This design comes from an exercise in tuning for small area, a short achievable clock period and few clock cycles per item on the open sky130 flow, not from production work. RTL that was checked went through simulation tests only; none was proved equivalent to the original. Function not checked in run 6: the RTL went through the layout flow alone. No activity file was given, so power comes from the tool's default toggle rates.

==> design/flow/flow/run.sh <==
#!/bin/bash
# The standard layout (standard.sh: ORFS synthesis to finish), except that
# buffer_ports puts sky130_fd_sc_hd__buf_2 cells on the input and output ports
# instead of its default choice (sky130_fd_sc_hd__clkdlybuf4s50_1).
# make's full output goes to standard.log; ORFS keeps each step's log under
# orfs/logs/.
set -o pipefail
export BUFFER_PORTS_ARGS="-buffer_cell sky130_fd_sc_hd__buf_2"
bash standard.sh > standard.log 2>&1
==> design/flow/standard.sh <==
#!/bin/bash
# synth_recipe.tcl (not shown) runs the flow's synth.tcl, then flattens the netlist and writes it again
# the make line also repeats each setting of config.mk as NAME=value (left out here)
make -C /OpenROAD-flow-scripts/flow DESIGN_CONFIG=/design/flow/config.mk WORK_HOME=/design/flow/orfs CLKGATE_MAP_FILE= SYNTH_SCRIPT=/design/flow/synth_recipe.tcl "${@:-finish}"
==> design/flow/config.mk <==
export PLATFORM = sky130hd
export DESIGN_NAME = moving_average_deviation_alarm
export DESIGN_NICKNAME = moving_average_deviation_alarm
export VERILOG_FILES = /design/flow/design.v
export SDC_FILE = /design/flow/constraint.sdc
export NUM_CORES = 4
export LEC_CHECK = 0
export CAP_MARGIN = 20
export CORE_MARGIN = 2
export CORE_UTILIZATION = 65
export CTS_CLUSTER_DIAMETER = 80
export CTS_CLUSTER_SIZE = 30
export SETUP_SLACK_MARGIN = 2.85
export SLEW_MARGIN = 20
==> design/flow/constraint.sdc <==
create_clock -name core_clock -period 5.5 [get_ports {clk}]
set_input_delay 1.1000 -clock core_clock [delete_from_list [all_inputs] [get_ports {clk}]]
set_output_delay 1.1000 -clock core_clock [all_outputs]
set_load 0.01 [all_outputs]
==> design/flow/design.v <==
package mada_pkg;
  localparam int WINDOW_SIZE_DEFAULT = 20;
  localparam int SAMPLE_W            = 12;
  localparam int PERIOD_W            = 8;
  localparam int CFG_INDEX_W         = 4;
  localparam int CFG_DATA_W          = 12;
endpackage
module moving_average_deviation_alarm #(
  parameter int WINDOW_SIZE = mada_pkg::WINDOW_SIZE_DEFAULT
) (
  input  logic        clk,
  input  logic        rst,
  input  logic        in_valid,
  output logic        in_stall,
  input  logic [11:0] sample,
  output logic        out_valid,
  input  logic        out_stall,
  output logic [11:0] average,
  output logic [11:0] deviation,
  output logic        alarm,
  output logic        report_due,
  output logic        initialized,
  input  logic        cfg_valid,
  output logic        cfg_ready,
  input  logic [3:0]  cfg_index,
  input  logic [11:0] cfg_data
);
  localparam logic [351:0] DIV_HI = 352'b1100011001011000000000101110010111011001100110101100100101001100101010000000010011001011100100110011000110010010000110010100000000000111100101101110011001011011001000110011001001100000000010110010110101001100101001100100010001100100100000000000111001011001100110010010110010000100110010001000000000001100101100010011001000011001000000011001000000000000;
  localparam logic [191:0] DIV_LO = 192'b110001110000101100101011101010101001101000100100100011100010100001100000011100011011011010011001011000010100010011010010010001010000001100001011001010001001001000000100000011000010000001000000;
  localparam logic [255:0] DIV_C = 256'b0000000000000000000000000000000000000000000000000000000000000000000000000000000000000000000000000000000000001011101010011000010000000000000010101001100001000011000000000000100110000100001100100000000000001000010000110010000100000000000001000011001000010000;
  logic [11:0] thr, vlo, vhi;
  logic [7:0]  per;
  assign cfg_ready = 1'b1;
  always_ff @(posedge clk) begin
    if (rst) begin
      thr <= 12'd32;
      vlo <= 12'd16;
      vhi <= 12'd1600;
      per <= 8'd10;
    end else if (cfg_valid) begin
      case (cfg_index)
        4'd0: thr <= cfg_data;
        4'd1: vlo <= cfg_data;
        4'd2: vhi <= cfg_data;
        4'd3: per <= cfg_data[7:0];
        default: ;
      endcase
    end
  end
  logic        adv, acc;
  logic        skid_v;
  logic [11:0] skid_d;
  logic [11:0] in_w, sbi;
  logic [10:0] dhi;
  logic [5:0]  dli;
  assign adv      = !(out_valid && out_stall);
  assign in_stall = skid_v;
  assign acc      = in_valid && !skid_v;
  always_ff @(posedge clk) begin
    if (rst) skid_v <= 1'b0;
    else     skid_v <= !adv && (skid_v || acc);
  end
  always_ff @(posedge clk) begin
    if (!skid_v) skid_d <= sample;
  end
  assign in_w = skid_v ? skid_d : sample;
  assign sbi  = {~in_w[11], in_w[10:0]};
  assign dhi  = DIV_HI[11*sbi[11:7] +: 11];
  assign dli  = DIV_LO[6*sbi[6:2] +: 6];
  logic        v0;
  logic [11:0] s0;
  logic [7:0]  qh0;
  logic [2:0]  rh0, lq0, lr0;
  logic [3:0]  dc;
  logic        junkq;
  logic [7:0]  q0;
  logic [4:0]  r0;
  logic        inr0;
  always_ff @(posedge clk) begin
    if (rst) v0 <= 1'b0;
    else if (adv) v0 <= skid_v || acc;
  end
  always_ff @(posedge clk) begin
    if (adv) begin
      s0  <= in_w;
      qh0 <= dhi[10:3];
      rh0 <= dhi[2:0];
      lq0 <= dli[5:3];
      lr0 <= dli[2:0];
    end
  end
  assign dc = DIV_C[4*{rh0, lr0} +: 4];
  assign {q0, junkq} = {qh0, dc[3]} + {5'd0, lq0, dc[3]};
  assign r0 = {dc[2:0], s0[1:0]};
  logic [4:0]        rtail_n;
  logic signed [5:0] dr0;
  assign dr0  = $signed({1'b0, r0}) - $signed({1'b0, rtail_n});
  assign inr0 = ($signed(s0) > $signed(vlo)) && ($signed(s0) < $signed(vhi));
  logic        v1, inr1;
  logic [7:0]  q1;
  logic [4:0]  r1;
  logic signed [5:0] dr1;
  logic [11:0] s1;
  always_ff @(posedge clk) begin
    if (rst) v1 <= 1'b0;
    else if (adv) v1 <= v0;
  end
  always_ff @(posedge clk) begin
    if (adv) begin
      q1   <= q0;
      r1   <= r0;
      dr1  <= dr0;
      s1   <= s0;
      inr1 <= inr0;
    end
  end
  logic [7:0]        wq [0:19];
  logic [4:0]        wr [0:19];
  logic [4:0]        kcnt;
  logic              kfull;
  logic              filled;
  logic [4:0]        R;
  logic              fill, upd, push;
  logic [7:0]        qt_n;
  logic signed [6:0] rx;
  logic              cp, cn;
  logic [4:0]        rn;
  logic [8:0]        x1;
  assign fill  = v1 && !filled && inr1;
  assign upd   = v1 && filled;
  assign push  = adv && v1;
  assign qt_n    = fill ? q1 : (kfull ? wq[18] : wq[19]);
  assign rtail_n = !v1 ? wr[19] : (fill ? r1 : (kfull ? wr[18] : wr[19]));
  assign rx    = $signed({2'b0, R}) + 7'(dr1);
  assign cn    = rx[6];
  assign cp    = !rx[6] && (rx >= 7'sd20);
  assign rn    = cn ? 5'(rx + 7'sd20) : (cp ? 5'(rx - 7'sd20) : rx[4:0]);
  logic [8:0]        xm, x0;
  logic              junkx;
  assign xm    = {1'b0, q1} + {1'b1, ~wq[19]};
  assign {x0, junkx} = {1'b0, q1, 1'b1} + {1'b1, ~wq[19], 1'b1};
  assign x1    = cn ? xm : x0;
  always_ff @(posedge clk) begin
    if (push) begin
      wq[0] <= q1;
      wr[0] <= r1;
      for (int i = 1; i < 19; i++) begin
        wq[i] <= wq[i-1];
        wr[i] <= wr[i-1];
      end
      wq[19] <= qt_n;
      wr[19] <= rtail_n;
    end
  end
  always_ff @(posedge clk) begin
    if (rst) filled <= 1'b0;
    else if (adv && fill) filled <= 1'b1;
  end
  always_ff @(posedge clk) begin
    if (adv) begin
      if (fill) begin
        kcnt  <= 5'd0;
        kfull <= 1'b0;
        R     <= 5'd0;
      end else if (upd) begin
        R <= rn;
        if (!kfull) kcnt <= kcnt + 5'd1;
        if (kcnt == 5'd18) kfull <= 1'b1;
      end
    end
  end
  logic        v2, fill2, upd2, cp2;
  logic [8:0]  x2;
  logic [11:0] s2;
  logic [11:0] Q, qn, qu;
  logic        junkqu;
  assign {qu, junkqu} = {Q, cp2} + {{3{x2[8]}}, x2, cp2};
  assign qn = fill2 ? {~s2[11], s2[10:0]} : (upd2 ? qu : Q);
  always_ff @(posedge clk) begin
    if (rst) v2 <= 1'b0;
    else if (adv) v2 <= v1;
  end
  always_ff @(posedge clk) begin
    if (adv) begin
      fill2 <= fill;
      upd2  <= upd;
      x2    <= x1;
      cp2   <= cp;
      s2    <= s1;
    end
  end
  always_ff @(posedge clk) begin
    if (adv) begin
      Q <= qn;
    end
  end
  logic        v3, upd3, fill3, corr;
  logic [11:0] s3;
  logic [12:0] nsb3;
  always_ff @(posedge clk) begin
    if (rst) v3 <= 1'b0;
    else if (adv) v3 <= v2;
  end
  always_ff @(posedge clk) begin
    if (adv) begin
      upd3  <= upd2;
      s3    <= s2;
      nsb3  <= 13'd0 - {1'b0, ~s2[11], s2[10:0]};
      fill3 <= fill2;
      corr  <= !qn[11] && (R != 5'd0);
    end
  end
  logic        zero, thr0, junk0, junk1, junk2, junk3;
  logic [11:0] sb3, avgb;
  logic [12:0] dpos, dng;
  logic [11:0] dev;
  logic [13:0] ua, ub, uc, s1v, c1v, t1;
  logic [13:0] va, vb, vc, s2v, c2v, t2;
  assign sb3  = {~s3[11], s3[10:0]};
  assign avgb = Q + {11'd0, corr};
  assign {dpos, junk0} = {1'b0, sb3, 1'b1} + {1'b1, ~Q, !corr};
  assign {dng, junk3}  = {1'b0, Q, corr} + {nsb3, corr};
  assign thr0 = (thr == 12'd0);
  assign zero = !upd3 || (s3 == 12'd0) || (Q == 12'h800 && !corr) || (Q == 12'h7FF && corr);
  assign dev  = zero ? 12'd0 : (dpos[12] ? dng[11:0] : dpos[11:0]);
  assign ua  = {2'b00, sb3};
  assign ub  = {2'b11, ~Q};
  assign uc  = {2'b11, ~thr};
  assign s1v = ua ^ ub ^ uc;
  assign c1v = (ua & ub) | (ua & uc) | (ub & uc);
  assign {t1, junk1} = {s1v, 1'b1} + {c1v[12:0], !corr, 1'b1};
  assign va  = {2'b00, Q};
  assign vb  = {nsb3[12], nsb3};
  assign vc  = {2'b11, ~thr};
  assign s2v = va ^ vb ^ vc;
  assign c2v = (va & vb) | (va & vc) | (vb & vc);
  assign {t2, junk2} = {s2v, corr} + {c2v[12:0], 1'b1, corr};
  logic [7:0] cnt;
  logic       rep;
  assign rep = (cnt >= per);
  always_ff @(posedge clk) begin
    if (rst) cnt <= 8'd0;
    else if (adv && v3) cnt <= rep ? 8'd1 : cnt + 8'd1;
  end
  always_ff @(posedge clk) begin
    if (rst) out_valid <= 1'b0;
    else if (adv) out_valid <= v3;
  end
  always_ff @(posedge clk) begin
    if (adv) begin
      average     <= upd3 ? (avgb ^ 12'h800) : 12'd0;
      deviation   <= dev;
      alarm       <= thr0 || (!zero && (!t1[13] || !t2[13]));
      report_due  <= rep;
      initialized <= upd3 || fill3;
    end
  end
endmodule
==> flow_metrics.env, run 1 <==
export IMPL_rsz0062_at_grt="yes"
export IMPL_synth_most_common_cell="edfxtp_1"
export IMPL_drcViolationCount=0
export IMPL_drt_antenna_violating_nets=0
export IMPL_p_clk_frac=0.244
export IMPL_multi_input_area_um2=7770
export IMPL_top_register="wq"
export IMPL_leakage_nw=9.456
export IMPL_finalSetupViolCount=0
export IMPL_synthTopCellsByCount="edfxtp_1, inv_1, ha_1"
export IMPL_top_regs="wq: 160 flops, wr: 100 flops"
export IMPL_postLayoutCellArea_um2=24490
export IMPL_p_seq_frac=0.540
export IMPL_max_freq_ghz=0.3610
export IMPL_n_fill_cell=2270
export IMPL_tightest_slew_ns=1.036
export IMPL_postPlaceCellArea_um2=22900
export IMPL_first_global_vias=12252
export IMPL_register_area_um2=13980
export IMPL_period_minus_slack_ns=2.770
export IMPL_io_pins=63
export IMPL_gp_congestion=0.8935
export IMPL_synth_area_um2=22080
export IMPL_synth_top_area_frac=0.5684
export IMPL_grt_max_degree=144
export IMPL_antenna_found_initial=0
export IMPL_hold_worst_slack_ns=0.4155
export IMPL_num_rows=67
export IMPL_drt_iter0_markers=924
export IMPL_setup_slack_ns=2.730
export IMPL_hpwl_um=27440
export IMPL_synth_nets=1858
export IMPL_synth_area_leaders="edfxtp_1, ha_1, dfxtp_1"
export IMPL_coreArea_um2=33530
export IMPL_path_class="register to register"
export IMPL_overflow=0
export IMPL_powerDensity_nw_per_um2=335.3
export IMPL_synth_edf_count=418
export IMPL_yosysSeqAreaShare=0.6327
export IMPL_finalWirelength_um=41530
export IMPL_p_comb_frac=0.215
export IMPL_peakVddDrop_uv=405.8
export IMPL_crit_required_ns=5.79
export IMPL_ys_seq_elements=489
export IMPL_path_max_fanout=5
export IMPL_layout_nets=1977
export IMPL_cts_buffers=23
export IMPL_ys_types=73
export IMPL_areaGrowthSynthToFinish_pct=10.90
export IMPL_synth_largest_area_cell="edfxtp_1"
export IMPL_avgSynthCellArea_um2=13.32
export IMPL_largest_reg_flops=160
export IMPL_p_total_w=0.008213
export IMPL_cts_max_level=1
export IMPL_slew_violations=0
export IMPL_die_w_um=188.3
export IMPL_crit_path_end_kind="register"
export IMPL_fin_crit_sh=0.5036
export IMPL_clk_insertion_delay_late_ns=0.58
export IMPL_ctsLongestPathBuffers=3
export IMPL_swShare=0.2838
export IMPL_start_util=0.6586
export IMPL_first_pass_iters=5
export IMPL_port_buffers=61
export IMPL_cap_violations=0
export IMPL_synth_async_reset_ratio=0
export IMPL_hold_class="register to register"
export IMPL_vias=12952
export IMPL_clkTransAtPathRegs_ns=0.10
export IMPL_arrival_ns=3.06
export IMPL_synth_flop_cell="edfxtp_1"
export IMPL_cts_tree="yes"
export IMPL_avgViaCountPerCell=5.795
export IMPL_n_antenna_cell=0
export IMPL_fin_skew_ns=0.02311
export IMPL_outcome="no timing/DRC/antenna violations"
export IMPL_cts_sinks=489
export IMPL_synth_warnings=3
export IMPL_critPathLaunchType="register"
export IMPL_setup_tns_ns=0
export IMPL_wl_per_cell_um=18.58
export IMPL_netlist_instances=1658
export IMPL_die_h_um=188.3
export IMPL_dp_worst_setup_slack_ns=2.095
export IMPL_hold_violations=0
export IMPL_track_usage=0.2323
export IMPL_grt_pass1_wl_um=65020
export IMPL_p_switching_w=0.002331
export IMPL_drive_gt1_frac=0.1433
export IMPL_intPower_w=0.005882
export IMPL_slew_headroom=0.3095
export IMPL_dieArea_um2=35460
export IMPL_clock_root_buffer="clkbuf_16"
==> worst paths after layout <==
kind         startpoint            to  slack [ns]  depth (start not counted)
min            wq[5][3]      wq[6][3]        0.42                          0
min reg2reg    wq[5][3]      wq[6][3]        0.42                          0
max reg2reg       s3[0]  deviation[0]        2.73                         10
max               s3[0]  deviation[0]        2.73                         10
==> cell type report <==
cell class	count	area share
Multi-Input combinational cell	986	0.3173
Sequential cell	489	0.5708
Clock buffer	24	0.02365
Timing Repair Buffer	128	0.03459
Tap cell	448	0.02289
Inverter	147	0.02401
Timing Repair inverter	2	0.0004087
Clock inverter	11	0.006386
==> cell families after synthesis <==
family | count (synthesis) | share of synthesized area
compound gates | 322 | 0.09632
other cells | 1 | 0.0001698
xor+xnor | 72 | 0.02856
simple gates | 366 | 0.07739
buf+inv | 183 | 0.03178
fa+ha+maj | 167 | 0.1058
flops | 489 | 0.6327
mux | 58 | 0.02720
==> power groups by stage <==
stage,Sequential (W),Clock [W],Combinational [W]
after floorplan,0.00445,0,0.00111
after global placement,0.00453,0,0.00137
after detailed placement,0.00453,0,0.00142
after CTS,0.00444,0.00206,0.00152
after global routing,0.00446,0.00217,0.00196
final,0.00444,0.00201,0.00177
==> cell usage in the layout (no fill, tap or decap), types with 14 or more instances in the layout <==
cell type,n
o21ai_0,52
ha_1,131
nand3_1,35
xnor2_1,46
nor2b_1,14
clkbuf_16,23
a21oi_1,79
buf_4,59
dfxtp_1,68
buf_2,61
nand2_1,83
nor3_1,21
inv_1,138
xor2_1,23
a21o_1,30
fa_1,28
mux2i_1,44
o21a_1,21
and2_1,16
edfxtp_1,418
nor2_1,125
==> worst max-delay path, stage by stage (launching register included) <==
cell,delay [ns]
edfxtp_1,0.53
buf_4,0.20
ha_4,0.21
nor2b_4,0.12
o31a_1,0.34
o21ai_2,0.25
o21ai_4,0.12
a211o_4,0.38
buf_6,0.14
a21oi_4,0.13
a311oi_2,0.06
==> repair_timing <==
| item | in CTS | in global routing |
|---|---|---|
| setup endpoints to repair | 48 | 35 |
| hold buffers | 0 | 0 |
| gates cloned | 1 | 1 |
| gates resized for setup | 26 | 63 |
| pin swaps | 8 | 36 |
| endpoints found under the hold margin | 0 | 0 |
| setup buffers | 37 | 25 |
==> layer usage <==
metal	track usage	up-vias	wire length [um]
li1	-	6271	-
met1	0.3446	6279	19370
met2	0.3726	340	19190
met3	0.02924	62	2055
met4	0.05589	0	916
met5	0	-	0
==> per-stage QoR <==
step / utilization / std cells
6_report: 0.7304 / 2235
5_1_grt: 0.7304 / 2235
4_1_cts: 0.7162 / 2209
3_5_place_dp: 0.6829 / 2136
3_3_place_gp: 0.6828 / 2136
2_1_floorplan: - / 1658
Testbench counts, summed over its fixed seeds: cycles 3,240, items 3,200.
==> run 2, diff against run 1 <==
--- a/design/flow/config.mk
+++ b/design/flow/config.mk
@@ -12,3 +12,3 @@
 export CTS_CLUSTER_SIZE = 30
-export SETUP_SLACK_MARGIN = 2.85
+export SETUP_SLACK_MARGIN = 2.7
 export SLEW_MARGIN = 20
==> run 2 against run 1 <==
Worst setup slack improved by 0.025 ns. Global-route usage fell by 0.69 points. Via count fell by 1.4%. Wire length shrank 2.0%. Clock skew down 0.0042 ns. Clock power increased by 3%. Core utilization down 0.85 points. Hold slack improved by 0.0011 ns. Maximum frequency up 0.90%. First-iteration DRC count fell by 6.0%. Sequential share of layout area increased by 0.67 points. Combinational power down about 10%. Critical path type unchanged.
==> flow_metrics.env, run 2 <==
export IMPL_gp_congestion=0.8755
export IMPL_intPower_w=0.005839
export IMPL_slew_headroom=0.3086
export IMPL_fin_crit_sh=0.4991
export IMPL_layout_commonest_cell="edfxtp_1"
export IMPL_synth_simple_area_share=0.07739
export IMPL_critPathLaunchType="register"
export IMPL_drcViolationCount=0
export IMPL_track_usage=0.2254
export IMPL_register_area_um2=13980
export IMPL_clkTransAtPathRegs_ns=0.10
export IMPL_finalSetupViolCount=0
export IMPL_die_w_um=188.3
export IMPL_p_seq_frac=0.549
export IMPL_port_buffers=61
export IMPL_synth_xor_area_frac=0.02856
export IMPL_powerDensity_nw_per_um2=334.4
export IMPL_cap_violations=0
export IMPL_fin_skew_ns=0.01895
export IMPL_hold_violations=0
export IMPL_arrival_ns=3.14
export IMPL_hold_depth=0
export IMPL_n_antenna_cell=0
export IMPL_drt_antenna_violating_nets=0
export IMPL_final_cell_mix="edfxtp_1, inv_1, ha_1"
export IMPL_netlist_instances=1658
export IMPL_avgSynthCellArea_um2=13.32
export IMPL_p_switching_w=0.002256
export IMPL_leakage_nw=9.374
export IMPL_synth_warnings=3
export IMPL_coreArea_um2=33530
export IMPL_placed_cells=2134
export IMPL_cts_buffers=23
export IMPL_antenna_found_initial=0
export IMPL_ctsLongestPathBuffers=3
export IMPL_p_comb_frac=0.196
export IMPL_clk_insertion_delay_late_ns=0.58
export IMPL_cts_sinks=489
export IMPL_crit_path_end_kind="register"
export IMPL_drive_gt1_frac=0.1147
export IMPL_die_h_um=188.3
export IMPL_cts_max_level=1
export IMPL_hpwl_um=27080
export IMPL_use_met1=0.3394
export IMPL_grt_pass1_wl_um=62720
export IMPL_gr_usage_met3=0.03036
export IMPL_dp_worst_setup_slack_ns=2.134
export IMPL_crit_required_ns=5.89
export IMPL_overflow=0
export IMPL_top_register="wq"
export IMPL_areaGrowthSynthToFinish_pct=9.609
export IMPL_top_regs="wq: 160 flops, wr: 100 flops"
export IMPL_max_freq_ghz=0.3643
export IMPL_synthTopCellsByCount="edfxtp_1, inv_1, ha_1"
export IMPL_synth_largest_area_cell="edfxtp_1"
export IMPL_top_usage_layer="met2"
export IMPL_synth_compound_area_frac=0.09632
export IMPL_peakVddDrop_uv=254.4
export IMPL_num_rows=67
export IMPL_ys_types=73
export IMPL_start_util=0.6586
export IMPL_io_pins=63
export IMPL_synth_async_reset_ratio=0
export IMPL_p_clk_frac=0.255
export IMPL_avgViaCountPerCell=5.736
export IMPL_largest_reg_flops=160
export IMPL_path_max_fanout=3
export IMPL_period_minus_slack_ns=2.745
export IMPL_synth_most_common_cell="edfxtp_1"
export IMPL_rsz0062_at_grt="yes"
export IMPL_synthMuxAreaShare=0.02720
export IMPL_synth_edf_count=418
export IMPL_ys_seq_elements=489
export IMPL_yosysSeqAreaShare=0.6327
export IMPL_postPlaceCellArea_um2=22880
export IMPL_critical_path_cell_chain="buf_4 > inv_2 > ha_1 > nor2b_1 > o31a_1 > o21ai_2 > o21ai_2 > a21oi_1 > mux2_1 > a221oi_2"
export IMPL_use_met2=0.3548
export IMPL_synth_nets=1858
export IMPL_clock_root_buffer="clkbuf_16"
export IMPL_wl_per_cell_um=18.27
export IMPL_final_cells=2227
export IMPL_slowest_stage="edfxtp_1"
export IMPL_n_fill_cell=2318
export IMPL_synth_top_area_frac=0.5684
export IMPL_synth_area_leaders="edfxtp_1, ha_1, dfxtp_1"
export IMPL_synth_area_um2=22080
export IMPL_tightest_slew_ns=1.037
export IMPL_synth_flop_cell="edfxtp_1"
export IMPL_layout_nets=1962
export IMPL_synth_top_family_by_area="adder cells"
export IMPL_cts_tree="yes"
export IMPL_first_global_vias=11813
export IMPL_vias=12775
export IMPL_hold_buffers=0
export IMPL_postLayoutCellArea_um2=24210
export IMPL_path_class="register to register"
export IMPL_hold_class="register to register"
export IMPL_outcome="no timing/DRC/antenna violations"
export IMPL_dieArea_um2=35460
export IMPL_grt_max_degree=187
export IMPL_first_pass_iters=5
export IMPL_finalWirelength_um=40690
export IMPL_multi_input_area_um2=7580
export IMPL_reg2reg_depth=10
export IMPL_swShare=0.2787
export IMPL_setup_slack_ns=2.755
export IMPL_slew_violations=0
export IMPL_path_common_cell="o21ai_2"
export IMPL_synthAdderAreaFrac=0.1058
export IMPL_drt_iter0_markers=869
export IMPL_critPathMaxStageDelay_ns=0.44
==> run 2: layer usage <==
layer	vias to the layer above	wire, um
met5	-	0
met4	0	771
met3	46	1977
met2	303	18830
met1	6187	19110
li1	6239	-
==> run 2: area by class of cell <==
cell class | count | area share
Sequential cell | 489 | 0.5775
Multi-Input combinational cell | 986 | 0.3131
Timing Repair Buffer | 114 | 0.02972
Clock buffer | 32 | 0.02517
Inverter | 147 | 0.02409
Tap cell | 448 | 0.02316
Clock inverter | 10 | 0.007030
Timing Repair inverter | 1 | 0.0002068
==> run 2: what timing repair did <==
| action | 4_1_cts | 5_1_grt |
|---|---|---|
| resized for setup | 11 | 27 |
| setup buffers | 9 | 41 |
| endpoints found under the setup margin | 39 | 29 |
| pin swaps | 1 | 6 |
| cloned | 1 | 0 |
==> run 2: power by group through the flow <==
| stage | Combinational [W] | Clock, W | Sequential, W |
|---|---|---|---|
| final | 0.00159 | 0.00207 | 0.00444 |
| after global routing | 0.00176 | 0.00224 | 0.00446 |
| after CTS | 0.00146 | 0.00213 | 0.00444 |
| after detailed placement | 0.00141 | 0 | 0.00454 |
| after global placement | 0.00138 | 0 | 0.00453 |
| after floorplan | 0.00111 | 0 | 0.00445 |
==> run 2: stage by stage <==
stage               utilization  TNS, ns  total power, W  hold slack (ns)
finish                   0.7219        0        0.008095           0.4166
global route             0.7219        0        0.008462           0.4217
CTS                      0.7092        0        0.008030           0.4182
detailed placement       0.6824        0        0.005946           0.4045
global placement         0.6822        0        0.005905           0.4009
floorplan                     -   -82.71        0.005563           0.4003
==> run 2: kinds of logic (layout without fill, tap and decap cells) <==
logic type / count (synthesis) / in the layout
AOI/OAI and AO/OA: 322 / 322
buffers and inverters: 183 / 304
other: 1 / 1
adders and majority gates: 167 / 167
DFF: 489 / 489
and+or+nand+nor: 366 / 366
muxes: 58 / 58
xor gates and xnor gates: 72 / 72
==> run 2: worst paths after layout <==
kind | start | to | slack [ns]
max | Q[0] | deviation[10] | 2.75
min | wq[12][4] | wq[13][4] | 0.42
max reg2reg | Q[0] | deviation[10] | 2.75
min reg2reg | wq[12][4] | wq[13][4] | 0.42
==> run 2: critical path: cells and delay by family (launching register included) <==
kind / cells / cell delay [ns]
AOI/OAI and AO/OA: 5 / 1.10
adders and majority gates: 1 / 0.24
buffers and inverters: 2 / 0.25
DFF: 1 / 0.44
muxes: 1 / 0.36
and+or+nand+nor: 1 / 0.15
==> run 3, diff against run 2 <==
--- a/design/flow/config.mk
+++ b/design/flow/config.mk
@@ -9,3 +9,3 @@
 export CORE_MARGIN = 2
-export CORE_UTILIZATION = 65
+export CORE_UTILIZATION = 72
 export CTS_CLUSTER_DIAMETER = 80
==> run 3 against run 2 <==
Still clean on timing, DRC and antenna. Die area shrank 9.5%. Hold slack better by 0.0026 ns. Synthesized cell count unchanged. Power decreased by 1.6%. Final area is 0.65% lower. Area after synthesis stayed put. Combinational power is essentially flat. Final cell count down 2.6%. Count of clock-buffer cells in the layout increased by 2. Core utilization grew 6.8 points. Non-clock buffer count down 5. Sequential power about the same. Largest cell class unchanged. Largest power group unchanged.
==> flow_metrics.env, run 3 <==
export IMPL_synth_area_leaders="edfxtp_1, ha_1, dfxtp_1"
export IMPL_clk_insertion_delay_late_ns=0.55
export IMPL_gp_congestion=0.9113
export IMPL_critical_path_cell_chain="ha_1 > nor2b_1 > o31a_1 > o21ai_2 > o21ai_1 > a21oi_1 > mux2_1 > a221oi_2"
export IMPL_synth_most_common_cell="edfxtp_1"
export IMPL_drcViolationCount=0
export IMPL_rsz0062_at_grt="yes"
export IMPL_clkTransAtPathRegs_ns=0.11
export IMPL_port_buffers=61
export IMPL_top_regs="wq: 160 flops, wr: 100 flops"
export IMPL_synth_async_reset_ratio=0
export IMPL_synth_largest_area_cell="edfxtp_1"
export IMPL_areaGrowthSynthToFinish_pct=8.895
export IMPL_arrival_ns=3.15
export IMPL_layout_commonest_cell="edfxtp_1"
export IMPL_fin_crit_sh=0.5080
export IMPL_crit_required_ns=5.85
export IMPL_track_usage=0.2565
export IMPL_drt_iter0_markers=1115
export IMPL_synthMuxAreaShare=0.02720
export IMPL_vias=13027
export IMPL_postPlaceCellArea_um2=22820
export IMPL_hold_buffers=0
export IMPL_period_minus_slack_ns=2.794
export IMPL_dieArea_um2=32090
export IMPL_clock_root_buffer="clkbuf_16"
export IMPL_hold_violations=0
export IMPL_max_freq_ghz=0.3579
export IMPL_synth_xor_area_frac=0.02856
export IMPL_postLayoutCellArea_um2=24050
export IMPL_die_w_um=179.1
export IMPL_drt_antenna_violating_nets=0
export IMPL_leakage_nw=9.319
export IMPL_ctsLongestPathBuffers=3
export IMPL_slowest_stage="edfxtp_1"
export IMPL_intPower_w=0.005763
export IMPL_r2r_start="s3[0]"
export IMPL_p_comb_frac=0.201
export IMPL_tightest_slew_ns=1.013
export IMPL_io_pins=63
export IMPL_netlist_instances=1658
export IMPL_avgViaCountPerCell=6.009
export IMPL_p_switching_w=0.002202
export IMPL_synthAdderAreaFrac=0.1058
export IMPL_crit_path_end_kind="register"
export IMPL_avgSynthCellArea_um2=13.32
export IMPL_synth_warnings=3
export IMPL_synth_nets=1858
export IMPL_n_fill_cell=1758
export IMPL_synth_area_um2=22080
export IMPL_timing_critical_path_buf_inv=0
export IMPL_yosysSeqAreaShare=0.6327
export IMPL_swShare=0.2765
export IMPL_synth_top_family_by_area="adder cells"
export IMPL_top_register="wq"
export IMPL_final_cells=2168
export IMPL_critPathLaunchType="register"
export IMPL_finalSetupViolCount=0
export IMPL_first_global_vias=12321
export IMPL_peakVddDrop_uv=274.8
export IMPL_layout_nets=1956
export IMPL_wl_per_cell_um=19.24
export IMPL_cts_tree="yes"
export IMPL_start_util=0.7257
export IMPL_num_rows=64
export IMPL_cap_violations=0
export IMPL_coreArea_um2=30430
export IMPL_placed_cells=2083
export IMPL_hold_class="register to register"
export IMPL_p_clk_frac=0.241
export IMPL_slew_headroom=0.3246
export IMPL_synth_top_area_frac=0.5684
export IMPL_grt_pass1_wl_um=63780
export IMPL_setup_tns_ns=0
export IMPL_critPathLaunch="s3[0]"
export IMPL_first_pass_iters=5
export IMPL_cts_buffers=22
export IMPL_path_max_fanout=7
export IMPL_synth_flop_cell="edfxtp_1"
export IMPL_cts_sinks=489
export IMPL_path_class="register to register"
export IMPL_drive_gt1_frac=0.1100
export IMPL_outcome="no timing/DRC/antenna violations"
export IMPL_synth_simple_area_share=0.07739
export IMPL_critPathMaxStageDelay_ns=0.54
export IMPL_ys_types=73
export IMPL_hpwl_um=27920
export IMPL_fin_skew_ns=0.03178
export IMPL_overflow=0
export IMPL_ys_seq_elements=489
export IMPL_crit_family="compound AO/OA/AOI/OAI gates"
export IMPL_synth_compound_area_frac=0.09632
export IMPL_n_antenna_cell=0
export IMPL_hold_start="wr[16][3]"
export IMPL_final_cell_mix="edfxtp_1, inv_1, ha_1"
export IMPL_powerDensity_nw_per_um2=331.2
export IMPL_finalWirelength_um=41720
export IMPL_p_seq_frac=0.558
export IMPL_synthTopCellsByCount="edfxtp_1, inv_1, ha_1"
export IMPL_synth_edf_count=418
export IMPL_cts_max_level=1
export IMPL_slew_violations=0
export IMPL_grt_max_degree=165
export IMPL_die_h_um=179.1
export IMPL_antenna_found_initial=0
export IMPL_largest_reg_flops=160
## run 3: cell counts after synthesis
Identical to the previous run, type by type.
## run 3: final timing paths
check,slack (ns),cells past startpoint,to
max,2.71,8,deviation[10]
min,0.42,0,wr[17][3]
max reg2reg,2.71,8,deviation[10]
min reg2reg,0.42,0,wr[17][3]
## run 3: cells by family after synthesis
logic type | after synthesis
and+or+nand+nor | 366
buffers and inverters | 183
other | 1
muxes | 58
adders and majority gates | 167
AOI/OAI and AO/OA | 322
DFF | 489
xor gates and xnor gates | 72
## run 3: layer usage
metal  part of all wire  routed length [um]  vias up  GRT usage
met1               0.44               18230     6279     0.3632
li1                   -                   -     6215          -
met4              0.025                1049        0    0.06250
met3              0.059                2441       79    0.02799
met2               0.48               20000      454     0.4317
met5                  0                   0        -          0
## run 3: area by class of cell
type	instances	area, um2	share of cell area
Timing Repair inverter	1	5.005	0.0002081
Tap cell	396	495.5	0.02060
Clock inverter	6	91.34	0.003798
Sequential cell	489	13980	0.5813
Multi-Input combinational cell	986	7571	0.3148
Inverter	147	583.1	0.02425
Timing Repair Buffer	109	706.9	0.02940
Clock buffer	34	616.8	0.02565
## run 3: metrics by stage
step | power [W] | utilization | worst slack [ns] | hold WS (ns)
global route | 0.008296 | 0.7903 | 2.545 | 0.4291
detailed placement | 0.005950 | 0.7498 | 2.073 | 0.4045
floorplan | 0.005563 | - | -0.4967 | 0.4003
finish | 0.007965 | 0.7903 | 2.706 | 0.4192
CTS | 0.007867 | 0.7785 | 2.701 | 0.4263
global placement | 0.005879 | 0.7496 | 2.168 | 0.4012
## run 3: power groups by stage
stage | registers (W) | logic, W | clock network [W]
final | 0.00444 | 0.00160 | 0.00192
after global routing | 0.00446 | 0.00177 | 0.00207
after floorplan | 0.00445 | 0.00111 | 0
after detailed placement | 0.00453 | 0.00142 | 0
after global placement | 0.00453 | 0.00135 | 0
after CTS | 0.00444 | 0.00147 | 0.00195
## run 3: timing repair
item / in CTS / in global routing
endpoints found under the setup margin: 119 / 185
pin swaps: 0 / 8
gates resized for setup: 12 / 28
setup buffers: 15 / 28
cloned: 1 / 1
## run 3: worst reg2reg max path, stage by stage (launching register included)
cell and delay [ns]:
edfxtp_1 0.54, ha_1 0.35, nor2b_1 0.15, o31a_1 0.30, o21ai_2 0.20, o21ai_1 0.17
a21oi_1 0.26, mux2_1 0.36, a221oi_2 0.28
==> run 4, diff against run 3 <==
--- a/design/flow/config.mk
+++ b/design/flow/config.mk
@@ -9,3 +9,3 @@
 export CORE_MARGIN = 2
-export CORE_UTILIZATION = 72
+export CORE_UTILIZATION = 70
 export CTS_CLUSTER_DIAMETER = 80
==> run 4 against run 3 <==
Die area increased by 2.8%. Register-to-register slack better by 0.07 ns. First-iteration DRC count increased by 6.0%. Power is 0.38% lower. Final cell count down 0.14%. Clock power is essentially flat. Sequential power about the same. Combinational power hardly changed. Count of clock-buffer cells in the layout shrank 5. Maximum frequency increased by 2.5%. Synthesized cell count is the same. Final area fell by 0.20%.
==> flow_metrics.env, run 4 <==
export IMPL_dp_worst_setup_slack_ns=2.150
export IMPL_gp_congestion=0.8840
export IMPL_antenna_found_initial=0
export IMPL_vias=12900
export IMPL_wl_per_cell_um=18.55
export IMPL_start_util=0.7053
export IMPL_p_seq_frac=0.559
export IMPL_hold_violations=0
export IMPL_overflow=0
export IMPL_largest_reg_flops=160
export IMPL_cts_max_level=1
export IMPL_leakage_nw=9.274
export IMPL_grt_pass1_wl_um=63270
export IMPL_avgSynthCellArea_um2=13.32
export IMPL_crit_path_end_kind="register"
export IMPL_hpwl_um=27220
export IMPL_die_w_um=181.6
export IMPL_tightest_slew_ns=0.9728
export IMPL_p_comb_frac=0.198
export IMPL_synth_top_area_frac=0.5684
export IMPL_gr_usage_met3=0.02948
export IMPL_ctsLongestPathBuffers=3
export IMPL_synth_nets=1858
export IMPL_final_cells=2165
export IMPL_io_pins=63
export IMPL_synth_largest_area_cell="edfxtp_1"
export IMPL_areaGrowthSynthToFinish_pct=8.674
export IMPL_fin_crit_sh=0.4957
export IMPL_hold_buffers=0
export IMPL_synth_compound_area_frac=0.09632
export IMPL_drcViolationCount=0
export IMPL_layout_commonest_cell="edfxtp_1"
export IMPL_synth_area_um2=22080
export IMPL_synth_top_family_by_area="adder cells"
export IMPL_cts_buffers=22
export IMPL_port_buffers=61
export IMPL_ys_types=73
export IMPL_cts_sinks=489
export IMPL_p_switching_w=0.002182
export IMPL_setup_tns_ns=0
export IMPL_period_minus_slack_ns=2.727
export IMPL_fin_skew_ns=0.02344
export IMPL_synth_warnings=3
export IMPL_crit_required_ns=5.69
export IMPL_layout_nets=1951
export IMPL_first_pass_iters=6
export IMPL_synth_flop_cell="edfxtp_1"
export IMPL_setup_slack_ns=2.773
export IMPL_drt_iter0_markers=1182
export IMPL_avgViaCountPerCell=5.958
export IMPL_first_global_vias=12210
export IMPL_use_met2=0.3931
export IMPL_clock_root_buffer="clkbuf_16"
export IMPL_p_clk_frac=0.242
export IMPL_clk_insertion_delay_late_ns=0.56
export IMPL_grt_max_degree=171
export IMPL_peakVddDrop_uv=314.8
export IMPL_final_cell_mix="edfxtp_1, inv_1, ha_1"
export IMPL_outcome="no timing/DRC/antenna violations"
export IMPL_path_class="input pin to register"
export IMPL_slew_headroom=0.3329
export IMPL_cap_violations=0
export IMPL_synth_xor_area_frac=0.02856
export IMPL_slew_violations=0
export IMPL_synth_async_reset_ratio=0
export IMPL_synth_edf_count=418
export IMPL_yosysSeqAreaShare=0.6327
export IMPL_clkTransAtPathRegs_ns=0.11
export IMPL_postLayoutCellArea_um2=24000
export IMPL_critPathLaunchType="input pin"
export IMPL_drt_antenna_violating_nets=0
export IMPL_top_register="wq"
export IMPL_placed_cells=2089
export IMPL_num_rows=65
export IMPL_coreArea_um2=31310
export IMPL_final_core_util=0.7665
export IMPL_finalWirelength_um=40160
export IMPL_synthAdderAreaFrac=0.1058
export IMPL_top_usage_layer="met2"
export IMPL_netlist_instances=1658
export IMPL_cts_tree="yes"
export IMPL_track_usage=0.2430
export IMPL_synth_simple_area_share=0.07739
export IMPL_intPower_w=0.005753
export IMPL_swShare=0.2750
export IMPL_path_max_fanout=170
export IMPL_die_h_um=181.6
export IMPL_postPlaceCellArea_um2=22820
export IMPL_synth_area_leaders="edfxtp_1, ha_1, dfxtp_1"
export IMPL_top_regs="wq: 160 flops, wr: 100 flops"
export IMPL_synthTopCellsByCount="edfxtp_1, inv_1, ha_1"
export IMPL_use_met1=0.3587
export IMPL_max_freq_ghz=0.3668
export IMPL_finalSetupViolCount=0
export IMPL_hold_class="register to register"
export IMPL_ys_seq_elements=489
export IMPL_n_fill_cell=1926
export IMPL_arrival_ns=2.91
export IMPL_powerDensity_nw_per_um2=330.6
export IMPL_synth_most_common_cell="edfxtp_1"
export IMPL_dieArea_um2=32980
export IMPL_synthMuxAreaShare=0.02720
export IMPL_drive_gt1_frac=0.1100
export IMPL_rsz0062_at_grt="yes"
export IMPL_n_antenna_cell=0
[run 4: cell count changes in the layout (fill, tap and decap cells not counted), sizes merged]
cell / previous run / this run
buf: 108 / 104
inv: 147 / 146
clkbuf: 35 / 29
clkinvlp: 5 / 7
[run 4: final timing paths]
kind                   from            end  slack (ns)  cells past startpoint
setup / recovery  out_stall       wq[4][7]        2.77                      6
hold / removal     wq[4][7]       wq[5][7]        0.42                      0
setup reg to reg       Q[7]  deviation[11]        2.78                      8
hold reg to reg    wq[4][7]       wq[5][7]        0.42                      0
[run 4: layout make-up]
type	instances	area, um2	area share
Timing Repair Buffer	104	659.4	0.02748
Clock inverter	7	101.3	0.004223
Inverter	147	583.1	0.02429
Multi-Input combinational cell	986	7571	0.3155
Sequential cell	489	13980	0.5825
Clock buffer	29	598.1	0.02492
Tap cell	402	503.0	0.02096
Timing Repair inverter	1	5.005	0.0002085
[run 4: logic make-up after synthesis]
family                     after synthesis
DFF                                    489
buffers and inverters                  183
xor gates and xnor gates                72
other                                    1
AOI/OAI and AO/OA                      322
and+or+nand+nor                        366
muxes                                   58
adders and majority gates              167
[run 4: power by group through the flow]
stage / Combinational (W) / Sequential (W) / Clock (W)
2_1_floorplan: 0.00111 / 0.00445 / 0
3_3_place_gp: 0.00136 / 0.00453 / 0
3_5_place_dp: 0.00141 / 0.00453 / 0
4_1_cts: 0.00147 / 0.00444 / 0.00197
5_1_grt: 0.00176 / 0.00446 / 0.00209
6_report: 0.00157 / 0.00444 / 0.00192
[run 4: per-stage QoR]
step	hold WS [ns]	power, W
floorplan	0.4003	0.005563
global placement	0.4002	0.005889
detailed placement	0.4045	0.005944
CTS	0.4272	0.007888
global route	0.4291	0.008307
finish	0.4156	0.007935
[run 4: repair_timing]
action,CTS,global route
buffers inserted,20,19
gates cloned,1,0
setup endpoints to repair,36,191
pin swaps,1,15
resized for setup,13,31
[run 4: routing by layer]
| metal | vias up | part of all wire |
|---|---|---|
| li1 | 6205 | - |
| met1 | 6264 | 0.46 |
| met2 | 356 | 0.46 |
| met3 | 75 | 0.051 |
| met4 | 0 | 0.027 |
| met5 | - | 0 |
[run 4: worst max-delay path, stage by stage]
cell        delay, ns
buf_2            0.10
and2_4           0.19
inv_16           0.39
nand2_4          0.10
clkinvlp_4       0.25
buf_16           0.50
==> run 5, diff against run 4 <==
--- a/design/flow/config.mk
+++ b/design/flow/config.mk
@@ -9,5 +9,5 @@
 export CORE_MARGIN = 2
-export CORE_UTILIZATION = 70
-export CTS_CLUSTER_DIAMETER = 80
-export CTS_CLUSTER_SIZE = 30
+export CORE_UTILIZATION = 65
+export CTS_CLUSTER_DIAMETER = 70
+export CTS_CLUSTER_SIZE = 25
 export SETUP_SLACK_MARGIN = 2.7
==> run 5 against run 4 <==
Clock skew is 0.0063 ns lower. Global-route usage is 1.5 points lower. Flip-flop and latch count stayed put. Critical path type is now register to register. Non-clock buffer count is 8 higher. Die area is 7.5% higher. Largest cell class unchanged. Power is 5.7% higher. Critical path depth is 5 higher. Via count is 0.74% lower. Maximum frequency is 0.85% lower.
==> flow_metrics.env, run 5 <==
export IMPL_clkTransAtPathRegs_ns=0.10
export IMPL_port_buffers=61
export IMPL_synth_area_um2=22080
export IMPL_vias=12805
export IMPL_p_switching_w=0.002349
export IMPL_netlist_instances=1658
export IMPL_wl_per_cell_um=18.52
export IMPL_avgViaCountPerCell=5.742
export IMPL_critPathMaxStageDelay_ns=0.47
export IMPL_slowest_stage="edfxtp_1"
export IMPL_synth_nets=1858
export IMPL_crit_path_end_kind="register"
export IMPL_clk_insertion_delay_late_ns=0.59
export IMPL_track_usage=0.2281
export IMPL_num_rows=67
export IMPL_first_global_vias=12035
export IMPL_io_pins=63
export IMPL_rsz0062_at_grt="yes"
export IMPL_fin_skew_ns=0.01712
export IMPL_overflow=0
export IMPL_critPathLaunchType="register"
export IMPL_final_cell_mix="edfxtp_1, inv_1, ha_1"
export IMPL_grt_pass1_wl_um=63540
export IMPL_drt_iter0_markers=883
export IMPL_period_minus_slack_ns=2.750
export IMPL_r2r_end="alarm"
export IMPL_reg2reg_depth=11
export IMPL_swShare=0.2802
export IMPL_top_regs="wq: 160 flops, wr: 100 flops"
export IMPL_slew_headroom=0.3099
export IMPL_max_freq_ghz=0.3636
export IMPL_synth_area_leaders="edfxtp_1, ha_1, dfxtp_1"
export IMPL_p_seq_frac=0.530
export IMPL_coreArea_um2=33530
export IMPL_p_comb_frac=0.190
export IMPL_synth_warnings=3
export IMPL_die_h_um=188.3
export IMPL_cap_violations=0
export IMPL_peakVddDrop_uv=267.6
export IMPL_hold_violations=0
export IMPL_hold_end="wq[1][7]"
export IMPL_cts_buffers=29
export IMPL_path_class="register to register"
export IMPL_ctsLongestPathBuffers=3
export IMPL_drcViolationCount=0
export IMPL_dieArea_um2=35460
export IMPL_hold_start="wq[0][7]"
export IMPL_r2r_start="Q[0]"
export IMPL_fin_crit_sh=0.5000
export IMPL_hold_depth=0
export IMPL_antenna_found_initial=0
export IMPL_slew_violations=0
export IMPL_cts_tree="yes"
export IMPL_intPower_w=0.006035
export IMPL_leakage_nw=9.478
export IMPL_outcome="no timing/DRC/antenna violations"
export IMPL_crit_required_ns=5.84
export IMPL_postPlaceCellArea_um2=22880
export IMPL_grt_max_degree=187
export IMPL_start_util=0.6586
export IMPL_synth_top_area_frac=0.5684
export IMPL_synth_most_common_cell="edfxtp_1"
export IMPL_tightest_slew_ns=1.035
export IMPL_clock_root_buffer="clkbuf_16"
export IMPL_path_common_cell="o21a_1"
export IMPL_yosysSeqAreaShare=0.6327
export IMPL_cts_max_level=1
export IMPL_synth_flop_cell="edfxtp_1"
export IMPL_synth_edf_count=418
export IMPL_synthTopCellsByCount="edfxtp_1, inv_1, ha_1"
export IMPL_drt_antenna_violating_nets=0
export IMPL_ys_types=73
export IMPL_p_total_w=0.008385
export IMPL_synth_async_reset_ratio=0
export IMPL_finalSetupViolCount=0
export IMPL_largest_reg_flops=160
export IMPL_cts_sinks=489
export IMPL_hold_class="register to register"
export IMPL_p_clk_frac=0.280
export IMPL_areaGrowthSynthToFinish_pct=10.65
export IMPL_die_w_um=188.3
export IMPL_avgSynthCellArea_um2=13.32
export IMPL_powerDensity_nw_per_um2=343.1
export IMPL_layout_nets=1966
export IMPL_path_max_fanout=5
export IMPL_top_register="wq"
export IMPL_n_antenna_cell=0
export IMPL_first_pass_iters=5
export IMPL_arrival_ns=3.09
export IMPL_gp_congestion=0.8755
export IMPL_critical_path_cell_chain="buf_6 > buf_12 > fa_1 > ha_1 > o21a_1 > o21a_1 > o21ai_0 > a21oi_1 > o2111ai_1 > a211o_1 > nand3_1"
export IMPL_drive_gt1_frac=0.1201
export IMPL_finalWirelength_um=41290
export IMPL_postLayoutCellArea_um2=24440
export IMPL_r2r_slack_ns=2.75
export IMPL_layout_commonest_cell="edfxtp_1"
export IMPL_ys_seq_elements=489
export IMPL_hpwl_um=27080
export IMPL_synth_largest_area_cell="edfxtp_1"
==> run 5: changes by cell type in the layout (fill, tap and decap cells not counted), moves of 2 or more <==
cell and change:
clkbuf_16 +6, clkinvlp_4 -2, buf_12 +2, clkinv_16 +2, clkbuf_1 -3, clkinv_8 +2, buf_4 +7, inv_6 +3
o21ai_1 -2, o21ai_0 +2, ha_1 +2
==> run 5: kinds of logic after synthesis <==
family | count (synthesis) | synth area share
DFF | 489 | 0.6327
and+or+nand+nor | 366 | 0.07739
AOI/OAI and AO/OA | 322 | 0.09632
buffers and inverters | 183 | 0.03178
adders and majority gates | 167 | 0.1058
xor gates and xnor gates | 72 | 0.02856
muxes | 58 | 0.02720
other | 1 | 0.0001698
==> run 5: final cells by class <==
cell class	instances	area, um2
Multi-Input combinational cell	986	7596
Tap cell	448	560.5
Timing Repair Buffer	112	724.4
Clock inverter	15	251.5
Timing Repair inverter	1	5.005
Clock buffer	32	737.0
Inverter	147	583.1
Fill cell	2276	9096
Sequential cell	489	13980
==> run 5: metrics by stage <==
| stage | hold slack [ns] | setup TNS [ns] | worst slack, ns | utilization | cells |
|---|---|---|---|---|---|
| after floorplan | 0.4003 | -82.71 | -0.4967 | - | 1658 |
| after global placement | 0.4009 | 0 | 2.251 | 0.6822 | 2134 |
| after detailed placement | 0.4045 | 0 | 2.134 | 0.6824 | 2134 |
| after CTS | 0.4168 | 0 | 2.590 | 0.7163 | 2193 |
| after global routing | 0.4234 | 0 | 2.644 | 0.7287 | 2230 |
| final | 0.4149 | 0 | 2.750 | 0.7287 | 2230 |
==> run 5: routing by layer <==
metal	vias to the layer above	part of all wire	track usage
met5	-	0	0
li1	6245	-	-
met1	6192	0.47	0.3382
met2	310	0.46	0.3642
met3	58	0.052	0.02999
met4	0	0.020	0.05499
==> run 5: worst max path at each step <==
stage | startpoint | to | slack (ns) | cells past startpoint
after floorplan | out_stall | R[0] | -0.50 | 7
after global placement | sample[10] | qh0[2] | 2.25 | 8
after detailed placement | v1 | dr1[4] | 2.13 | 11
after CTS | inr1 | dr1[4] | 2.59 | 11
after global routing | v1 | dr1[4] | 2.64 | 11
final | Q[0] | alarm | 2.75 | 11
==> run 5: worst max-delay path: cells and delay by family, from the launching register on <==
| family | cells | cell delay, ns |
|---|---|---|
| buf+inv | 2 | 0.29 |
| compound gates | 6 | 0.93 |
| flops | 1 | 0.47 |
| simple gates | 1 | 0.07 |
| fa+ha+maj | 2 | 0.73 |
==> run 5: what timing repair did <==
| item | in CTS | in global routing |
|---|---|---|
| buffers inserted | 11 | 37 |
| hold buffers | 0 | 0 |
| gates cloned | 1 | 0 |
| gates resized for setup | 14 | 29 |
| endpoints found under the setup margin | 39 | 29 |
| pin swaps | 1 | 16 |
==> run 5: power groups by stage <==
stage | sequential, W | combinational, W | clock, W
finish | 0.00444 | 0.00159 | 0.00235
global route | 0.00446 | 0.00177 | 0.00253
CTS | 0.00445 | 0.00147 | 0.00241
detailed placement | 0.00454 | 0.00141 | 0
global placement | 0.00453 | 0.00138 | 0
floorplan | 0.00445 | 0.00111 | 0
==> run 6, diff against run 5 <==
--- a/design/flow/design.v
+++ b/design/flow/design.v
@@ -73,2 +73,3 @@
   logic [2:0]  rh0, lq0, lr0;
+  logic [7:0]  cnt;
   logic [3:0]  dc;
@@ -77,3 +78,3 @@
   logic [4:0]  r0;
-  logic        inr0;
+  logic        inr0, rep0;
   always_ff @(posedge clk) begin
@@ -98,3 +99,8 @@
   assign inr0 = ($signed(s0) > $signed(vlo)) && ($signed(s0) < $signed(vhi));
-  logic        v1, inr1;
+  assign rep0 = (cnt >= per);
+  always_ff @(posedge clk) begin
+    if (rst) cnt <= 8'd0;
+    else if (adv && v0) cnt <= rep0 ? 8'd1 : cnt + 8'd1;
+  end
+  logic        v1, inr1, rep1;
   logic [7:0]  q1;
@@ -114,2 +120,3 @@
       inr1 <= inr0;
+      rep1 <= rep0;
     end
@@ -137,7 +144,3 @@
   assign rn    = cn ? 5'(rx + 7'sd20) : (cp ? 5'(rx - 7'sd20) : rx[4:0]);
-  logic [8:0]        xm, x0;
-  logic              junkx;
-  assign xm    = {1'b0, q1} + {1'b1, ~wq[19]};
-  assign {x0, junkx} = {1'b0, q1, 1'b1} + {1'b1, ~wq[19], 1'b1};
-  assign x1    = cn ? xm : x0;
+  assign x1    = {1'b0, q1} - {1'b0, wq[19]};
   always_ff @(posedge clk) begin
@@ -171,9 +174,6 @@
   end
-  logic        v2, fill2, upd2, cp2;
+  logic        v2, fill2, upd2, cp2, cn2, rep2, init2;
   logic [8:0]  x2;
   logic [11:0] s2;
-  logic [11:0] Q, qn, qu;
-  logic        junkqu;
-  assign {qu, junkqu} = {Q, cp2} + {{3{x2[8]}}, x2, cp2};
-  assign qn = fill2 ? {~s2[11], s2[10:0]} : (upd2 ? qu : Q);
+  logic [11:0] Q;
   always_ff @(posedge clk) begin
@@ -188,11 +188,15 @@
       cp2   <= cp;
+      cn2   <= cn;
       s2    <= s1;
-    end
-  end
-  always_ff @(posedge clk) begin
-    if (adv) begin
-      Q <= qn;
-    end
-  end
-  logic        v3, upd3, fill3, corr;
+      rep2  <= rep1;
+      init2 <= filled || fill;
+    end
+  end
+  always_ff @(posedge clk) begin
+    if (adv) begin
+      if (fill2) Q <= {~s2[11], s2[10:0]};
+      else if (upd2) Q <= Q + {{3{x2[8]}}, x2} + {11'd0, cp2} - {11'd0, cn2};
+    end
+  end
+  logic        v3, upd3, rep3, init3, rnz3;
   logic [11:0] s3;
@@ -208,7 +212,8 @@
       nsb3  <= 13'd0 - {1'b0, ~s2[11], s2[10:0]};
-      fill3 <= fill2;
-      corr  <= !qn[11] && (R != 5'd0);
-    end
-  end
-  logic        zero, thr0, junk0, junk1, junk2, junk3;
+      rep3  <= rep2;
+      init3 <= init2;
+      rnz3  <= (R != 5'd0);
+    end
+  end
+  logic        corr, zero, thr0, junk0, junk1, junk2, junk3;
   logic [11:0] sb3, avgb;
@@ -218,2 +223,3 @@
   logic [13:0] va, vb, vc, s2v, c2v, t2;
+  assign corr = !Q[11] && rnz3;
   assign sb3  = {~s3[11], s3[10:0]};
@@ -237,9 +243,2 @@
   assign {t2, junk2} = {s2v, corr} + {c2v[12:0], 1'b1, corr};
-  logic [7:0] cnt;
-  logic       rep;
-  assign rep = (cnt >= per);
-  always_ff @(posedge clk) begin
-    if (rst) cnt <= 8'd0;
-    else if (adv && v3) cnt <= rep ? 8'd1 : cnt + 8'd1;
-  end
   always_ff @(posedge clk) begin
@@ -253,4 +252,4 @@
       alarm       <= thr0 || (!zero && (!t1[13] || !t2[13]));
-      report_due  <= rep;
-      initialized <= upd3 || fill3;
+      report_due  <= rep3;
+      initialized <= init3;
     end
==> design/flow/run.sh (new file) <==
#!/bin/bash
# synth_recipe.tcl (not shown) runs the flow's synth.tcl, then flattens the netlist and writes it again
# the make line also repeats each setting of config.mk as NAME=value (left out here)
make -C /OpenROAD-flow-scripts/flow DESIGN_CONFIG=/design/flow/config.mk WORK_HOME=/design/flow/orfs CLKGATE_MAP_FILE= SYNTH_SCRIPT=/design/flow/synth_recipe.tcl finish
--- a/design/flow/config.mk
+++ b/design/flow/config.mk
@@ -10,4 +10,4 @@
 export CORE_UTILIZATION = 65
-export CTS_CLUSTER_DIAMETER = 70
-export CTS_CLUSTER_SIZE = 25
+export CTS_CLUSTER_DIAMETER = 80
+export CTS_CLUSTER_SIZE = 30
 export SETUP_SLACK_MARGIN = 2.7
removed: design/flow/flow/run.sh
removed: design/flow/standard.sh
==> run 6 against run 5 <==
Flip-flop and latch count grew 5. Hold slack gained 0.0028 ns. Synthesized cell count is 0.90% higher. Final area rose by 1.3%. Count of clock-buffer cells in the layout down 3. Register-to-register slack barely moved. Final cell count hardly changed. Sequential share of layout area down 0.12 points. Critical endpoint is now Q[8].
==> flow_metrics.env, run 6 <==
export IMPL_cts_sinks=494
export IMPL_setup_tns_ns=0
export IMPL_hold_class="register to register"
export IMPL_areaGrowthSynthToFinish_pct=10.75
export IMPL_start_util=0.6630
export IMPL_synth_edf_count=423
export IMPL_top_regs="wq: 160 flops, wr: 100 flops"
export IMPL_avgViaCountPerCell=5.760
export IMPL_clock_root_buffer="clkbuf_16"
export IMPL_wl_per_cell_um=18.71
export IMPL_synth_warnings=3
export IMPL_layout_commonest_cell="edfxtp_1"
export IMPL_tightest_slew_ns=0.9412
export IMPL_layout_nets=1977
export IMPL_drive_gt1_frac=0.08647
export IMPL_powerDensity_nw_per_um2=345.1
export IMPL_die_w_um=189.4
export IMPL_finalWirelength_um=41710
export IMPL_peakVddDrop_uv=371.0
export IMPL_arrival_ns=3.03
export IMPL_final_cell_mix="edfxtp_1, inv_1, ha_1"
export IMPL_track_usage=0.2312
export IMPL_synth_top_area_frac=0.5685
export IMPL_num_rows=67
export IMPL_critPathLaunchType="register"
export IMPL_drcViolationCount=0
export IMPL_cap_violations=0
export IMPL_fin_skew_ns=0.02612
export IMPL_ctsLongestPathBuffers=3
export IMPL_slew_violations=0
export IMPL_synth_area_um2=22340
export IMPL_clk_insertion_delay_late_ns=0.57
export IMPL_gp_congestion=0.8605
export IMPL_fin_crit_sh=0.4981
export IMPL_grt_pass1_wl_um=64170
export IMPL_io_pins=63
export IMPL_synth_most_common_cell="edfxtp_1"
export IMPL_drt_iter0_markers=890
export IMPL_crit_path_end_kind="register"
export IMPL_hold_buffers=0
export IMPL_clkTransAtPathRegs_ns=0.11
export IMPL_port_buffers=61
export IMPL_antenna_found_initial=0
export IMPL_top_register="wq"
export IMPL_synth_async_reset_ratio=0
export IMPL_dieArea_um2=35870
export IMPL_leakage_nw=9.490
export IMPL_cts_max_level=1
export IMPL_outcome="no timing/DRC/antenna violations"
export IMPL_synthTopCellsByCount="edfxtp_1, inv_1, ha_1"
export IMPL_netlist_instances=1673
export IMPL_path_max_fanout=3
export IMPL_synth_area_leaders="edfxtp_1, ha_1, dfxtp_1"
export IMPL_die_h_um=189.4
export IMPL_vias=12839
export IMPL_finalSetupViolCount=0
export IMPL_coreArea_um2=33700
export IMPL_avgSynthCellArea_um2=13.36
export IMPL_cts_buffers=23
export IMPL_first_pass_iters=5
export IMPL_crit_required_ns=5.79
export IMPL_grt_max_degree=164
export IMPL_synth_largest_area_cell="edfxtp_1"
export IMPL_hold_violations=0
export IMPL_p_total_w=0.008541
export IMPL_ys_seq_elements=494
export IMPL_period_minus_slack_ns=2.740
export IMPL_hpwl_um=27930
export IMPL_cts_tree="yes"
export IMPL_hold_worst_slack_ns=0.4176
export IMPL_synth_nets=1881
export IMPL_max_freq_ghz=0.3650
export IMPL_ys_types=79
export IMPL_first_global_vias=12207
export IMPL_n_antenna_cell=0
export IMPL_slew_headroom=0.3702
export IMPL_overflow=0
export IMPL_rsz0062_at_grt="yes"
export IMPL_yosysSeqAreaShare=0.6321
export IMPL_drt_antenna_violating_nets=0
export IMPL_path_class="register to register"
export IMPL_largest_reg_flops=160
export IMPL_synth_flop_cell="edfxtp_1"
[run 6: repair_timing]
action	CTS	global route
cloned	0	3
buffers inserted	20	16
resized for setup	19	30
pin swaps	2	11
endpoints found under the setup margin	115	171
[run 6: power by group]
part	switching, W	internal (W)
logic	0.00113	0.000910
registers	0.000155	0.00436
clock network	0.00116	0.000825
total	0.00244	0.00610
[run 6: cell type report]
class                   instances  area, um2
clock inverters                 8      126.4
clock buffers                  29      598.1
well taps                     448      560.5
repair inverters                1      11.26
inverters                     179      711.9
repair buffers                104       1007
multi-input cells             966       7604
fillers                      2310       8954
flip-flops and latches        494      14130
[run 6: logic make-up after synthesis]
kind of cell,share of synthesized area
flip-flops,0.6321
buffers and inverters,0.03701
other,0.0001678
AND/OR/NAND/NOR,0.07941
multiplexers,0.03517
adder cells (fa/ha/maj),0.1087
XOR/XNOR,0.02783
AO/OA/AOI/OAI,0.07957
[run 6: final timing paths]
check | startpoint | to | slack (ns) | cells past startpoint
setup / recovery | cn2 | Q[8] | 2.76 | 11
hold / removal | wr[13][2] | wr[14][2] | 0.42 | 0
setup reg to reg | cn2 | Q[8] | 2.76 | 11
hold reg to reg | wr[13][2] | wr[14][2] | 0.42 | 0
[run 6: routing by layer]
layer / track usage / vias to the layer above / part of all wire / wire [um]
li1: - / 6229 / - / -
met1: 0.3292 / 6245 / 0.45 / 18870
met2: 0.3828 / 314 / 0.48 / 19930
met3: 0.03336 / 51 / 0.047 / 1980
met4: 0.05277 / 0 / 0.023 / 939
met5: 0 / - / 0 / 0
[run 6: per-stage QoR]
stage / worst slack, ns / utilization / std cells / instance area [um2]
3_3_place_gp: 2.032 / 0.6966 / 2153 / 23470
5_1_grt: 2.663 / 0.7343 / 2229 / 24750
4_1_cts: 2.695 / 0.7249 / 2210 / 24430
2_1_floorplan: -0.6256 / - / 1673 / 22400
3_5_place_dp: 2.006 / 0.6966 / 2153 / 23470
6_report: 2.760 / 0.7343 / 2229 / 24750
[run 6: worst max-delay path, stage by stage (launching register included)]
cell	delay (ns)
edfxtp_1	0.38
ha_1	0.28
inv_1	0.05
fa_2	0.36
fa_2	0.37
a21o_1	0.18
a21oi_2	0.14
o21bai_1	0.10
a21oi_2	0.25
o21ai_1	0.12
xnor2_1	0.15
o21ai_0	0.10

-- separate check: timing with driven ports --
The results above use ideal ports. As a check the final layouts listed here were re-extracted and re-timed, cells and wires unchanged.
Step 1 assumes that a clkbuf_16 drives the clock port and a buf_2 every other input.
Step 2 also shifts input and output timing later by t, the mid clock arrival at the registers, as if the neighbouring blocks saw the same clock.
Slacks: no drivers / after step 1 / after step 2; pairs: no drivers / after step 1.
| run | shift t [ns] | setup slack, ns | worst setup path after step 2 | latest minus earliest clock arrival (ns) | worst register clock-pin slew, ns |
|---|---|---|---|---|---|
| run 1 | 0.617 | 2.730 / 2.730 / 2.421 | input to register | 0.024 / 0.024 | 0.11 / 0.11 |
| run 2 | 0.627 | 2.755 / 2.755 / 2.296 | input to register | 0.019 / 0.019 | 0.11 / 0.11 |
| run 3 | 0.589 | 2.706 / 2.706 / 2.165 | input to register | 0.033 / 0.033 | 0.11 / 0.11 |
| run 4 | 0.597 | 2.773 / 2.781 / 2.207 | input to register | 0.026 / 0.027 | 0.11 / 0.11 |
| run 5 | 0.637 | 2.750 / 2.750 / 2.317 | input to register | 0.025 / 0.026 | 0.10 / 0.10 |
| run 6 | 0.611 | 2.760 / 2.760 / 2.213 | input to register | 0.031 / 0.031 | 0.11 / 0.11 |
After both steps every run listed still meets setup and hold. For run 4, which loses most, drivers alone change the setup slack by +0.008 ns; drivers and shift together by -0.566 ns.
